Background: an optimization exercise with open tools, aiming at small area, a short achievable clock period and few clock cycles. Do not read the settings as production practice.
Only simulation tests tie the RTL to the original design; equivalence was not proved.

==> flow/design.v (excerpt) <==
module mold_parser (
	input  logic                                  clk,
	input  logic                                  nreset,
	input  logic                                  axis_tvalid_i,
	input  logic [mold_stream_pkg::BEAT_BYTES*8-1:0] axis_tdata_i,
	input  logic [mold_stream_pkg::BEAT_BYTES-1:0]   axis_tkeep_i,
	input  logic                                  axis_tlast_i,
	output logic                                  axis_tready_o,
	output logic                                  mold_msg_v_o,
	output mold_stream_pkg::msg_beat_t            mold_msg_o,
	input  logic                                  mold_msg_ready_i,
	output logic                                  eos_v_o
);
For scale: roughly 4,100 cells after synthesis, roughly 490 flip-flops, about 300 I/O pins, roughly 31,000 sq um of cells after synthesis.
clock: 8.5 ns
lec_check: 0
abc_area: 1
cap_margin: 20
core_margin: 2
core_utilization: 65
setup_slack_margin: 5
slew_margin: 20
run.sh (not shown) runs the stock make flow with config.mk's settings and CLKGATE_MAP_FILE= SYNTH_SCRIPT=/design/flow/synth_recipe.tcl, a recipe that flattens the netlist after the stock synthesis.
The first run completed with no timing, DRC or antenna violations.
Testbench counts at the start, summed over its fixed seeds: cycles 69,390.
Then changed:
==> flow/flow/run.sh (new file) <==
#!/bin/bash
# The standard layout, with the port buffers that ORFS adds to every input and output made
# from the smallest buffer cell instead of the one buffer_ports picks on its own.
set -euo pipefail
export BUFFER_PORTS_ARGS="-buffer_cell sky130_fd_sc_hd__buf_1"
bash standard.sh > standard_flow.log 2>&1
==> flow/standard.sh (new file) <==
#!/bin/bash
# synth_recipe.tcl (not shown) runs the flow's synth.tcl, then flattens the netlist and writes it again
# the make line also repeats each setting of config.mk as NAME=value (left out here)
make -C /OpenROAD-flow-scripts/flow DESIGN_CONFIG=/design/flow/config.mk WORK_HOME=/design/flow/orfs CLKGATE_MAP_FILE= SYNTH_SCRIPT=/design/flow/synth_recipe.tcl "${@:-finish}"
--- a/flow/config.mk
+++ b/flow/config.mk
@@ -11 +11 @@
-export CORE_UTILIZATION = 65
+export CORE_UTILIZATION = 60
@@ -13,0 +14 @@
+export TNS_END_PERCENT = 5
removed: flow/run.sh
Register-to-register slack gets better by 0.10 ns; worst setup slack improved by 0.10 ns; area after synthesis stays the same; count of clock-buffer cells in the layout went up by 6; via count went down by 6.4%.
Then changed:
==> flow/run.sh (new file) <==
#!/bin/bash
# synth_recipe.tcl (not shown) runs the flow's synth.tcl, then flattens the netlist and writes it again
# the make line also repeats each setting of config.mk as NAME=value (left out here)
make -C /OpenROAD-flow-scripts/flow DESIGN_CONFIG=/design/flow/config.mk WORK_HOME=/design/flow/orfs CLKGATE_MAP_FILE= SYNTH_SCRIPT=/design/flow/synth_recipe.tcl finish
--- a/flow/config.mk
+++ b/flow/config.mk
@@ -8 +7,0 @@
-export ABC_AREA = 1
@@ -11 +10 @@
-export CORE_UTILIZATION = 60
+export CORE_UTILIZATION = 40
@@ -14 +12,0 @@
-export TNS_END_PERCENT = 5
removed: flow/flow/run.sh
removed: flow/standard.sh
Area after synthesis went up by 2.2%.
Sequential share of layout area went down by 7.1 points.
Maximum frequency went down by about 14%.
Then changed:
==> flow/flow/run.sh (new file) <==
#!/bin/bash
# The standard layout, with the port buffers that ORFS adds to every input and output made
# from the smallest buffer cell instead of the one buffer_ports picks on its own.
set -euo pipefail
export BUFFER_PORTS_ARGS="-buffer_cell sky130_fd_sc_hd__buf_1"
bash standard.sh > standard_flow.log 2>&1
==> flow/standard.sh (new file) <==
#!/bin/bash
# synth_recipe.tcl (not shown) runs the flow's synth.tcl, then flattens the netlist and writes it again
# the make line also repeats each setting of config.mk as NAME=value (left out here)
make -C /OpenROAD-flow-scripts/flow DESIGN_CONFIG=/design/flow/config.mk WORK_HOME=/design/flow/orfs CLKGATE_MAP_FILE= SYNTH_SCRIPT=/design/flow/synth_recipe.tcl "${@:-finish}"
--- a/flow/config.mk
+++ b/flow/config.mk
@@ -7,0 +8 @@
+export ABC_AREA = 1
@@ -10 +11,3 @@
-export CORE_UTILIZATION = 40
+export CORE_UTILIZATION = 55
+export CTS_CLUSTER_DIAMETER = 80
+export CTS_CLUSTER_SIZE = 30
@@ -12,0 +16 @@
+export TNS_END_PERCENT = 5
removed: flow/run.sh
=>
- The new run finished with timing, DRC and antenna clean
- wire length fell by roughly a tenth
- clock-buffer cell count went down by 42
- worst setup slack is better by 0.51 ns
- design area came out lower by about a fifth
- global-route usage climbs by 8.0 points
- flip-flop and latch count stays the same

========
Another version of the RTL of mold_parser (not shown whole).
Size: ~490 flip-flops, ~300 I/O pins, ~0.032 mm2 of cells after synthesis.
clock: 8.5 ns
lec_check: 0
abc_area: 1
cap_margin: 20
core_margin: 2
core_utilization: 52
slew_margin: 20
tns_end_percent: 5
standard.sh (not shown) runs the stock make flow with config.mk's settings and CLKGATE_MAP_FILE= SYNTH_SCRIPT=/design/flow/synth_recipe.tcl, a recipe that flattens the netlist after the stock synthesis.
==> flow/flow/run.sh <==
#!/bin/bash
# The standard layout with two changes to how it is optimised: the port buffers that ORFS adds
# to every input and output are made from the smallest buffer cell instead of the one
# buffer_ports picks, and timing repair aims at a setup margin of 5.4 ns.
set -euo pipefail
export BUFFER_PORTS_ARGS="-buffer_cell sky130_fd_sc_hd__buf_1"
export SETUP_SLACK_MARGIN=5.4
bash standard.sh > standard_flow.log 2>&1
The first run finished clean.
Testbench counts at the start, summed over its fixed seeds: cycles 69,390.
Change:
==> flow/flow/run.sh (replaced) <==
#!/bin/bash
# The standard layout, with the port buffers that ORFS adds to every input and output made
# from the smallest buffer cell instead of the one buffer_ports picks on its own.
set -euo pipefail
export BUFFER_PORTS_ARGS="-buffer_cell sky130_fd_sc_hd__buf_1"
bash standard.sh > standard_flow.log 2>&1
- CORE_UTILIZATION: 52 -> 55
- SETUP_SLACK_MARGIN: not set -> 5
Effect: The changed run completed with no timing, DRC or antenna violations. Global-route usage decreases by 1.2 points. Register-to-register slack degrades by 210 ps. Count of clock-buffer cells in the layout decreases by 16. Setup slack degrades by 210 ps. Flip-flop and latch count is unchanged. Fmax decreases by 5.7%. Critical path depth decreases by 1.
Change:
==> flow/flow/run.sh (replaced) <==
#!/bin/bash
# The standard layout with two changes to how it is optimised: the port buffers that ORFS adds
# to every input and output are made from the smallest buffer cell instead of the one
# buffer_ports picks, and timing repair aims at a setup margin of 5.2 ns.
set -euo pipefail
export BUFFER_PORTS_ARGS="-buffer_cell sky130_fd_sc_hd__buf_1"
export SETUP_SLACK_MARGIN=5.2
bash standard.sh > standard_flow.log 2>&1
- CORE_UTILIZATION: 55 -> 56
- SETUP_SLACK_MARGIN: 5 -> not set
What happened: Cell area is higher by 5.2%. First-iteration DRC count climbs by 3.2%. Flip-flop and latch count is unchanged.

[what the ideal ports hide]
In the flow no input, the clock included, has a driving cell. The finished layouts below were timed again as built, in two steps. Step 1, drivers: a clkbuf_16 drives clk and a buf_2 each remaining input, both assumed. Step 2 times the ports against the registers' clock, not the clock port: input delays grow and output delays shrink by t, the midpoint of the rising clock arrivals with the driver on. Slacks: ideal / step 1 / step 2; pairs: ideal / step 1.
run | t, ns | slack for setup (ns) | latest minus earliest clock arrival (ns) | worst data-port slew with drivers (ns) | cell pins on the clock port's net
the first run of note 1 | 0.677 | 4.813 / 4.813 / 4.357 | 0.018 / 0.018 | 0.05 | 1
the second run of note 1 | 0.664 | 4.914 / 4.914 / 4.510 | 0.017 / 0.016 | 0.04 | 1
the third run of note 1 | 0.688 | 4.334 / 4.334 / 4.194 | 0.043 / 0.043 | 0.05 | 1
the fourth run of note 1 | 0.695 | 4.844 / 4.838 / 4.426 | 0.041 / 0.041 | 0.04 | 1
the first run of note 2 | 0.679 | 5.014 / 5.014 / 4.694 | 0.022 / 0.022 | 0.05 | 1
the second run of note 2 | 0.676 | 4.803 / 4.803 / 4.442 | 0.029 / 0.029 | 0.05 | 1
the third run of note 2 | 0.682 | 4.955 / 4.955 / 4.633 | 0.037 / 0.038 | 0.08 | 1
After both steps every run listed still meets setup and hold. For the first run of note 1, which loses most, drivers alone change the setup slack by 0.000 ns; drivers and shift together by -0.456 ns.
